Source: an optimization exercise on an open RTL-to-GDS flow (aim: a short achievable clock period and few clock cycles). Production flows keep margins and buffers that such runs may drop. Where RTL was checked, it was by simulation tests only, not by an equivalence proof against the original. Power figures rest on the tool's default switching activity, not on a simulated workload.

## trial 4
Design mips_core, start of the top module:
module mips_core (
	input  logic        clk,
	input  logic        rst,
	output logic [31:0] pc,
	input  logic [31:0] instr,
	output logic        memwrite,
	output logic [31:0] memaddr,
	output logic [31:0] memwritedata,
	input  logic [31:0] memreaddata
);
	logic        ex_br;         
	logic        ex_nk;         
	logic        ex_pred;
	logic        ex_bne;
	logic        ex_hi_mis;     
	logic [31:0] ex_pc4;        
	logic [15:0] ex_off;        
	logic        ex_load;
	logic        ex_store;
	logic [4:0]  ex_dst;
	logic        ex_sub;        
	logic        ex_op_and;
	logic        ex_op_or;
	logic        ex_op_slt;
	logic        ex_op_add;     
	logic [31:0] ex_a;          
	logic [31:0] ex_b;          
	logic [31:0] ex_bn;         
	logic        ex_sb_mp, ex_sb_mn, ex_sb_rp, ex_sb_rn;
	logic [31:0] ex_sd;         
	logic        ex_sa_mem, ex_ss_mem;   
	logic        ex_kill;       
	logic [31:0] mem_res;
	logic [31:0] mem_res_n;     
	logic [31:0] mem_sd;
	logic        mem_store;
	logic        mem_load;
	logic [4:0]  mem_dst;
	logic [31:0] wb_val;
	logic [4:0]  wb_dst;
	logic        stall;
	logic        mispredict;
	logic [31:0] pc4;
	logic [5:0]  f_op;
	logic        f_j;
	logic        f_br;
	logic        f_bpred;
	logic [7:0]  f_lo;
	logic        f_take;        
	logic [31:0] f_jtarget;
	logic        f_use_bt;
	logic [31:0] f_other;
	logic [31:0] f_next;
	assign f_op = instr[31:26];
	assign f_j  = f_op == 6'b000010;
	assign f_br = f_op[5:1] == 5'b00010;
	assign f_bpred = (instr[25:21] == instr[20:16]) ? !f_op[0] : (instr[15] || f_op[0]);
	inc_add #(.W(30)) f_inc (
		.a (pc[31:2]),
		.s (pc4[31:2])
	);
	assign pc4[1:0] = pc[1:0];
	ks_add #(.W(8)) f_add (
		.a    (pc[9:2]),
		.b    (instr[7:0]),
		.cin  (1'b1),
		.s    (f_lo),
		.cout ()
	);
	assign f_take    = f_bpred;
	assign f_jtarget = {pc4[31:28], instr[25:0], 2'b00};
	assign f_other  = f_j ? f_jtarget : pc4;
	assign f_use_bt = !f_j && f_br && f_take;
  ...
For scale: roughly 5700 cells after synthesis, about 71000 um^2 of cells after synthesis.
Settings: LEC_CHECK=0, CAP_MARGIN=20, CORE_MARGIN=2, CORE_UTILIZATION=60, SLEW_MARGIN=20, SYNTH_HIERARCHICAL=1, SYNTH_MINIMUM_KEEP_SIZE=0; clock period 9.0 ns.
standard.sh (not shown) runs the stock make flow with config.mk's settings and CLKGATE_MAP_FILE= SYNTH_SCRIPT=/design/flow/synth_recipe.tcl, a recipe that flattens the netlist after the stock synthesis.
==> flow/flow/run.sh <==
#!/bin/bash
set -euo pipefail
bash standard.sh SETUP_SLACK_MARGIN=6 TNS_END_PERCENT=100 finish > standard.log 2>&1
Input-level comparison between build 69 and trial 4:
--- a/flow/design.v
+++ b/flow/design.v
@@ -492,19 +492,31 @@
 		.s    (x_btarget[31:2]),
 		.cout ()
 	);
 	assign x_btarget[1:0] = ex_pc4[1:0];
 	logic x_taken;
 	assign x_taken = x_eq ^ ex_bne;
 	assign x_alt   = (ex_pred && !(ex_hi_mis && x_taken)) ? ex_pc4 : x_btarget;
-	eq_cmp #(.W(32)) x_cmp (
-		.a  (x_a),
-		.b  (x_sd),
-		.eq (x_eq)
+	logic x_eq_rr, x_eq_mr, x_eq_rm;
+	eq_cmp #(.W(32)) x_cmp_rr (
+		.a  (ex_a),
+		.b  (ex_sd),
+		.eq (x_eq_rr)
 	);
+	eq_cmp #(.W(32)) x_cmp_mr (
+		.a  (mem_res),
+		.b  (ex_sd),
+		.eq (x_eq_mr)
+	);
+	eq_cmp #(.W(32)) x_cmp_rm (
+		.a  (ex_a),
+		.b  (mem_res),
+		.eq (x_eq_rm)
+	);
+	assign x_eq = ex_sa_mem ? (ex_ss_mem || x_eq_mr) : (ex_ss_mem ? x_eq_rm : x_eq_rr);
 	assign mispredict = ex_br && !ex_kill && ((x_eq != ex_nk) || ex_hi_mis);
 	always_ff @(posedge clk) begin
 		if (rst) begin
 			mem_store <= 1'b0;
 			mem_load  <= 1'b0;
 			mem_dst   <= 5'd0;
 		end else begin
==> comparison <==
Build 69 ended up with more standard cells than trial 4.
The wire length in build 69 sits 2.4% above the value recorded for trial 4.
Setup slack of the critical path after layout in build 69 vs trial 4: up 0.36 ns
What build 69 reported for post-CTS setup buffer count has to be multiplied by 0.862 to get the figure for trial 4.
Synthesized cell count: build 69 and trial 4 compared, higher one is build 69
Build 69 reports its standard cell with the maximum stage delay on the critical path as sky130_fd_sc_hd__nor4_2 while trial 4 reports sky130_fd_sc_hd__dfxtp_4.
Build 69 against trial 4: power consumed by combinational cells up about 8%; achievable frequency up about 11%.
Per the comparison of build 69 with trial 4, global-route wire length before repair now sits higher; well tap count now sits higher; initial antenna violation count now sits lower; overall global routing resource usage now sits higher; synthesized area now sits higher.
Testbench counts of build 69, summed over its fixed seeds: cycles 26,129.
The RTL of trial 4 was laid out without a check of its function.

---

Setup of run A:
The RTL this note starts from:
==> flow/design.v <==
package mips_isa_pkg;
	localparam int data_w     = 32;
	localparam int reg_addr_w = 5;
	localparam int imm_w      = 16;
	localparam int jidx_w     = 26;   
	localparam logic [data_w-1:0] pc_step  = 32'd4;
	localparam logic [data_w-1:0] reset_pc = 32'h0000_0000;
	typedef enum logic [5:0] {
		RTYPE = 6'b000000,
		J     = 6'b000010,
		BEQ   = 6'b000100,
		BNE   = 6'b000101,
		ADDI  = 6'b001000,
		ADDIU = 6'b001001,
		LW    = 6'b100011,
		SW    = 6'b101011
	} opcode_t;
	typedef enum logic [5:0] {
		ADD  = 6'b100000,
		ADDU = 6'b100001,
		SUB  = 6'b100010,
		SUBU = 6'b100011,
		AND  = 6'b100100,
		OR   = 6'b100101,
		SLT  = 6'b101010
	} funct_t;   
endpackage
package mips_pipe_pkg;
	typedef enum logic [2:0] {
		ALU_ADD,
		ALU_SUB,
		ALU_AND,
		ALU_OR,
		ALU_SLT
	} alu_op_t;
	typedef enum logic [1:0] {
		FWD_NONE,
		FWD_WB,
		FWD_MEM
	} fwd_sel_t;
	typedef struct packed {
		logic    regwrite;
		logic    memtoreg;
		logic    memwrite;
		logic    memread;     
		logic    branch;
		logic    branch_ne;   
		logic    jump;
		logic    alusrc;      
		logic    regdst;      
		alu_op_t alu_op;
	} ctrl_t;
	localparam ctrl_t ctrl_bubble = 12'd0;
endpackage
`timescale 1ns/10ps
module register_file (
	input  logic        clk,
	input  logic [4:0]  rd_addr_a,
	input  logic [4:0]  rd_addr_b,
	output logic [31:0] rd_data_a,
	output logic [31:0] rd_data_b,
	input  logic [4:0]  wr_addr,    
	input  logic [31:0] wr_data
);
	logic [31:0] regs [32];
	always_ff @(posedge clk) begin
		if (wr_addr != 5'd0)
			regs[wr_addr] <= wr_data;
	end
	always_comb begin
		if (rd_addr_a == 5'd0)
			rd_data_a = 32'd0;
		else if (wr_addr == rd_addr_a)
			rd_data_a = wr_data;
		else
			rd_data_a = regs[rd_addr_a];
	end
	always_comb begin
		if (rd_addr_b == 5'd0)
			rd_data_b = 32'd0;
		else if (wr_addr == rd_addr_b)
			rd_data_b = wr_data;
		else
			rd_data_b = regs[rd_addr_b];
	end
endmodule
`timescale 1ns/10ps
module ks_add #(
	parameter int W = 32
) (
	input  logic [W-1:0] a,
	input  logic [W-1:0] b,
	input  logic         cin,
	output logic [W-1:0] s,
	output logic         cout
);
	localparam int L = (W > 16) ? 5 : (W > 8) ? 4 : (W > 4) ? 3 : (W > 2) ? 2 : 1;   
	logic [W-1:0] p;
	logic [W-1:0] g [L+1];
	logic [W-1:0] q [L+1];   
	assign p    = a ^ b;
	assign g[0] = (a & b) | {{(W-1){1'b0}}, p[0] & cin};
	assign q[0] = {p[W-1:1], 1'b0};   
	for (genvar l = 0; l < L; l++) begin : g_lvl
		for (genvar i = 0; i < W; i++) begin : g_bit
			if (i >= (1 << l)) begin : g_op
				assign g[l+1][i] = g[l][i] | (q[l][i] & g[l][i-(1<<l)]);
				assign q[l+1][i] = q[l][i] & q[l][i-(1<<l)];
			end else begin : g_pass
				assign g[l+1][i] = g[l][i];
				assign q[l+1][i] = q[l][i];
			end
		end
	end
	assign s    = p ^ {g[L][W-2:0], cin};
	assign cout = g[L][W-1];
endmodule
`timescale 1ns/10ps
module mips_core (
	input  logic        clk,
	input  logic        rst,
	output logic [31:0] pc,
	input  logic [31:0] instr,
	output logic        memwrite,
	output logic [31:0] memaddr,
	output logic [31:0] memwritedata,
	input  logic [31:0] memreaddata
);
	logic        ex_br;         
	logic        ex_nk;         
	logic        ex_pred;
	logic [31:0] ex_pc4;        
	logic [15:0] ex_off;        
	logic        ex_load;
	logic        ex_store;
	logic [4:0]  ex_dst;
	logic        ex_sub;        
	logic        ex_op_and;
	logic        ex_op_or;
	logic        ex_op_slt;
	logic        ex_op_add;     
	logic [31:0] ex_a;          
	logic [31:0] ex_b;          
	logic [31:0] ex_sd;         
	logic        ex_sa_mem, ex_sb_mem, ex_ss_mem;   
	logic        ex_kill;       
	logic [31:0] mem_res;
	logic [31:0] mem_res_n;     
	logic [31:0] mem_sd;
	logic        mem_store;
	logic        mem_load;
	logic [4:0]  mem_dst;
	logic [31:0] wb_val;
	logic [4:0]  wb_dst;
	logic        stall;
	logic        mispredict;
	logic [31:0] pc4;
	logic [5:0]  f_op;
	logic        f_j;
	logic        f_br;
	logic        f_bpred;
	logic [15:0] f_lo;
	logic        f_c;
	logic [31:0] f_jtarget;
	logic [13:0] pc_hi_inc;
	logic [13:0] pc_hi_dec;
	logic        f_use_bt;
	logic [31:0] f_other;
	logic [31:0] f_next;
	assign f_op = instr[31:26];
	assign f_j  = f_op == 6'b000010;
	assign f_br = f_op[5:1] == 5'b00010;
	assign f_bpred = (instr[25:21] == instr[20:16]) ? !f_op[0] : (instr[15] || f_op[0]);
	ks_add #(.W(30)) f_inc (
		.a    (pc[31:2]),
		.b    (30'd0),
		.cin  (1'b1),
		.s    (pc4[31:2]),
		.cout ()
	);
	assign pc4[1:0] = pc[1:0];
	ks_add #(.W(16)) f_add (
		.a    (pc[17:2]),
		.b    (instr[15:0]),
		.cin  (1'b1),
		.s    (f_lo),
		.cout (f_c)
	);
	ks_add #(.W(14)) f_hinc (
		.a    (pc[31:18]),
		.b    (14'd0),
		.cin  (1'b1),
		.s    (pc_hi_inc),
		.cout ()
	);
	ks_add #(.W(14)) f_dec (
		.a    (pc[31:18]),
		.b    (14'h3fff),
		.cin  (1'b0),
		.s    (pc_hi_dec),
		.cout ()
	);
	assign f_jtarget = {pc4[31:28], instr[25:0], 2'b00};
	always_comb begin
		if (stall)
			f_other = pc;
		else if (f_j)
			f_other = f_jtarget;
		else
			f_other = pc4;
	end
	assign f_use_bt = !stall && !f_j && f_br && f_bpred;
	logic [13:0] f_next_hi1, f_next_hi0;
	assign f_next_hi1 = f_use_bt ? (instr[15] ? pc[31:18] : pc_hi_inc) : f_other[31:18];
	assign f_next_hi0 = f_use_bt ? (instr[15] ? pc_hi_dec : pc[31:18]) : f_other[31:18];
	assign f_next     = {f_c ? f_next_hi1 : f_next_hi0,
	                     f_use_bt ? f_lo : f_other[17:2], pc[1:0]};
	always_ff @(posedge clk) begin
		if (rst)
			pc <= 32'd0;
		else
			pc <= mispredict ? x_alt : f_next;
	end
	logic [5:0]  d_op;
	logic [5:0]  d_fn;
	logic [4:0]  d_rs, d_rt, d_rd;
	logic        d_rtype, d_addi, d_load, d_store, d_br;
	logic        d_fadd, d_fsub, d_fand, d_for, d_fslt;
	logic [4:0]  d_dst;
	logic        d_use_rs, d_use_rt;
	logic [31:0] d_ra, d_rb;
	assign d_op = instr[31:26];
	assign d_fn = instr[5:0];
	assign d_rs = instr[25:21];
	assign d_rt = instr[20:16];
	assign d_rd = instr[15:11];
	assign d_rtype = d_op == 6'b000000;
	assign d_addi  = d_op[5:1] == 5'b00100;
	assign d_load  = d_op == 6'b100011;
	assign d_store = d_op == 6'b101011;
	assign d_br    = d_op[5:1] == 5'b00010;
	assign d_fadd  = d_rtype && d_fn[5:1] == 5'b10000;
	assign d_fsub  = d_rtype && d_fn[5:1] == 5'b10001;
	assign d_fand  = d_rtype && d_fn == 6'b100100;
	assign d_for   = d_rtype && d_fn == 6'b100101;
	assign d_fslt  = d_rtype && d_fn == 6'b101010;
	always_comb begin
		if (d_fadd || d_fsub || d_fand || d_for || d_fslt)
			d_dst = d_rd;
		else if (d_addi || d_load)
			d_dst = d_rt;
		else
			d_dst = 5'd0;
	end
	assign d_use_rs = d_rtype || d_addi || d_load || d_store || d_br;
	assign d_use_rt = d_rtype || d_store || d_br;
	assign stall = ex_load && !ex_kill && ex_dst != 5'd0 &&
		((d_use_rs && ex_dst == d_rs) || (d_use_rt && ex_dst == d_rt));
	register_file rf0 (
		.clk       (clk),
		.rd_addr_a (d_rs),
		.rd_addr_b (d_rt),
		.rd_data_a (d_ra),
		.rd_data_b (d_rb),
		.wr_addr   (wb_dst),
		.wr_data   (wb_val)
	);
	always_ff @(posedge clk) begin
		if (rst || stall) begin
			ex_br    <= 1'b0;
			ex_load  <= 1'b0;
			ex_store <= 1'b0;
			ex_dst   <= 5'd0;
		end else begin
			ex_br    <= d_br;
			ex_load  <= d_load;
			ex_store <= d_store;
			ex_dst   <= d_dst;
		end
	end
	always_ff @(posedge clk) begin
		if (rst)
			ex_kill <= 1'b0;
		else
			ex_kill <= mispredict;
	end
	logic        d_sub, d_alusrc;
	logic        d_fa_mem, d_fa_wb, d_fb_mem, d_fb_wb;
	logic [31:0] d_wb_next, d_a, d_b;
	assign d_sub     = d_fsub || d_fslt;
	assign d_alusrc  = !d_rtype && !d_br;
	assign d_fa_mem  = d_rs != 5'd0 && !ex_kill && ex_dst == d_rs;
	assign d_fa_wb   = d_rs != 5'd0 && mem_dst == d_rs;
	assign d_fb_mem  = d_rt != 5'd0 && !ex_kill && ex_dst == d_rt;
	assign d_fb_wb   = d_rt != 5'd0 && mem_dst == d_rt;
	assign d_wb_next = mem_load ? memreaddata : mem_res;
	assign d_a       = d_fa_wb ? d_wb_next : d_ra;
	assign d_b       = d_fb_wb ? d_wb_next : d_rb;
	always_ff @(posedge clk) begin
		ex_nk     <= d_op[0] ^ f_bpred;
		ex_pred   <= f_bpred;
		ex_pc4    <= pc4;
		ex_off    <= instr[15:0];
		ex_sub    <= d_sub;
		ex_op_and <= d_fand;
		ex_op_or  <= d_for;
		ex_op_slt <= d_fslt;
		ex_op_add <= !(d_fand || d_for || d_fslt);
		ex_a      <= d_a;
		ex_b      <= d_alusrc ? {{16{instr[15]}}, instr[15:0]} : d_sub ? ~d_b : d_b;
		ex_sd     <= d_b;
		ex_sa_mem <= d_fa_mem;
		ex_sb_mem <= !d_alusrc && d_fb_mem;
		ex_ss_mem <= d_fb_mem;
	end
	logic [31:0] x_a, x_b, x_sd, x_sum, x_other, x_res, x_mem_b;
	logic        x_cout, x_slt;
	assign x_mem_b = ex_sub ? mem_res_n : mem_res;
	assign x_a     = ex_sa_mem ? mem_res : ex_a;
	assign x_b     = ex_sb_mem ? x_mem_b : ex_b;
	assign x_sd    = ex_ss_mem ? mem_res : ex_sd;
	ks_add #(.W(32)) x_add (
		.a    (x_a),
		.b    (x_b),
		.cin  (ex_sub),
		.s    (x_sum),
		.cout (x_cout)
	);
	assign x_slt = x_a[31] ^ x_b[31] ^ x_cout;
	assign x_other = ({32{ex_op_and}} & (x_a & x_b)) | ({32{ex_op_or}} & (x_a | x_b)) |
	                 {31'd0, ex_op_slt & x_slt};
	assign x_res   = ex_op_add ? x_sum : x_other;
	logic [31:0] x_btarget, x_alt;
	ks_add #(.W(30)) x_badd (
		.a    (ex_pc4[31:2]),
		.b    ({{14{ex_off[15]}}, ex_off}),
		.cin  (1'b0),
		.s    (x_btarget[31:2]),
		.cout ()
	);
	assign x_btarget[1:0] = ex_pc4[1:0];
	assign x_alt          = ex_pred ? ex_pc4 : x_btarget;
	assign mispredict = ex_br && !ex_kill && ((x_a == x_b) != ex_nk);
	always_ff @(posedge clk) begin
		if (rst) begin
			mem_store <= 1'b0;
			mem_load  <= 1'b0;
			mem_dst   <= 5'd0;
		end else begin
			mem_store <= ex_store && !ex_kill;
			mem_load  <= ex_load && !ex_kill;
			mem_dst   <= ex_kill ? 5'd0 : ex_dst;
		end
	end
	always_ff @(posedge clk) begin
		mem_res   <= x_res;
		mem_res_n <= ~x_res;
		mem_sd    <= x_sd;
	end
	assign memwrite     = mem_store;
	assign memaddr      = mem_res;
	assign memwritedata = mem_sd;
	always_ff @(posedge clk) begin
		if (rst)
			wb_dst <= 5'd0;
		else
			wb_dst <= mem_dst;
	end
	always_ff @(posedge clk) begin
		wb_val <= mem_load ? memreaddata : mem_res;
	end
endmodule
==> flow/config.mk <==
export PLATFORM = sky130hd
export DESIGN_NAME = mips_core
export DESIGN_NICKNAME = mips_core
export VERILOG_FILES = /design/flow/design.v
export SDC_FILE = /design/flow/constraint.sdc
export NUM_CORES = 4
export LEC_CHECK = 0
export CAP_MARGIN = 20
export CORE_MARGIN = 2
export CORE_UTILIZATION = 60
export SLEW_MARGIN = 20
==> flow/constraint.sdc <==
create_clock -name core_clock -period 9.0 [get_ports {clk}]
set_input_delay 1.8000 -clock core_clock [delete_from_list [all_inputs] [get_ports {clk}]]
set_output_delay 1.8000 -clock core_clock [all_outputs]
set_load 0.01 [all_outputs]
Scripts as last shown in full above: flow/flow/run.sh
[inputs] run B vs run A
--- a/flow/design.v
+++ b/flow/design.v
@@ -140,8 +140,11 @@
 	logic        ex_op_slt;
 	logic        ex_op_add;     
 	logic [31:0] ex_a;          
 	logic [31:0] ex_b;          
+	logic [31:0] ex_bn;         
+	logic [31:0] ex_imm;
+	logic        ex_alusrc;
 	logic [31:0] ex_sd;         
 	logic        ex_sa_mem, ex_sb_mem, ex_ss_mem;   
 	logic        ex_kill;       
 	logic [31:0] mem_res;
@@ -306,19 +309,23 @@
 		ex_op_or  <= d_for;
 		ex_op_slt <= d_fslt;
 		ex_op_add <= !(d_fand || d_for || d_fslt);
 		ex_a      <= d_a;
-		ex_b      <= d_alusrc ? {{16{instr[15]}}, instr[15:0]} : d_sub ? ~d_b : d_b;
+		ex_b      <= d_b;
+		ex_bn     <= ~d_b;
+		ex_imm    <= {{16{instr[15]}}, instr[15:0]};
+		ex_alusrc <= d_alusrc;
 		ex_sd     <= d_b;
 		ex_sa_mem <= d_fa_mem;
 		ex_sb_mem <= !d_alusrc && d_fb_mem;
 		ex_ss_mem <= d_fb_mem;
 	end
-	logic [31:0] x_a, x_b, x_sd, x_sum, x_other, x_res, x_mem_b;
+	logic [31:0] x_a, x_b, x_sd, x_sum, x_other, x_res, x_mem_b, x_b_reg;
 	logic        x_cout, x_slt;
 	assign x_mem_b = ex_sub ? mem_res_n : mem_res;
 	assign x_a     = ex_sa_mem ? mem_res : ex_a;
-	assign x_b     = ex_sb_mem ? x_mem_b : ex_b;
+	assign x_b_reg = ex_alusrc ? ex_imm : ex_sub ? ex_bn : ex_b;
+	assign x_b     = ex_sb_mem ? x_mem_b : x_b_reg;
 	assign x_sd    = ex_ss_mem ? mem_res : ex_sd;
 	ks_add #(.W(32)) x_add (
 		.a    (x_a),
 		.b    (x_b),
Findings:
There was hardly any difference in final-layout clock-cell area share between run B and run A.
Delta (run B minus run A): final critical-path share of the clock period moved up; post-route worst setup slack moved down; clock period minus worst slack moved up; proportion of synthesized area in mux cells moved up; instance count after placement with tap cells included moved down.
[compare] base=run A new=run B: critical path depth went up by 7; data arrival time of the critical path went up by 0.23 ns; clock network power share went down by 0.2 points; final core area utilization went down by 1.1 points.
No functional check of the RTL was part of any run of this note.

what the ideal ports hide:
The flow's constraints put no driver on any port. The routed layouts listed below were extracted and timed again, unchanged, in two steps.
Step 1 (the two cells are an assumption about what drives the block):
set clk [get_ports {clk}]
set_driving_cell -lib_cell sky130_fd_sc_hd__clkbuf_16 $clk
set_driving_cell -lib_cell sky130_fd_sc_hd__buf_2 [delete_from_list [all_inputs] $clk]
Step 2 times the ports against the registers' clock, not the clock port: input delays grow and output delays shrink by t, the midpoint of the rising clock arrivals with the driver on.
Three values: ideal ports, drivers, drivers and shift; two values: the first two.
run	t, ns	setup WS [ns]	hold WS [ns]	worst setup path after step 2	latest minus earliest clock arrival (ns)
trial 4	0.853	5.292 / 5.292 / 4.736	0.465 / 0.465 / 0.465	input to register	0.040 / 0.039
build 69	0.866	5.654 / 5.626 / 4.760	0.422 / 0.422 / 0.422	input to register	0.045 / 0.044
run A	0.859	5.096 / 4.924 / 4.066	0.436 / 0.436 / 0.436	input to register	0.027 / 0.027
run B	0.837	4.835 / 4.863 / 4.026	0.423 / 0.423 / 0.423	input to register	0.034 / 0.034
After both steps every run listed still meets setup and hold. The setup slack of run A, which loses most, moves by -0.172 ns with the drivers and by -1.030 ns with both steps.
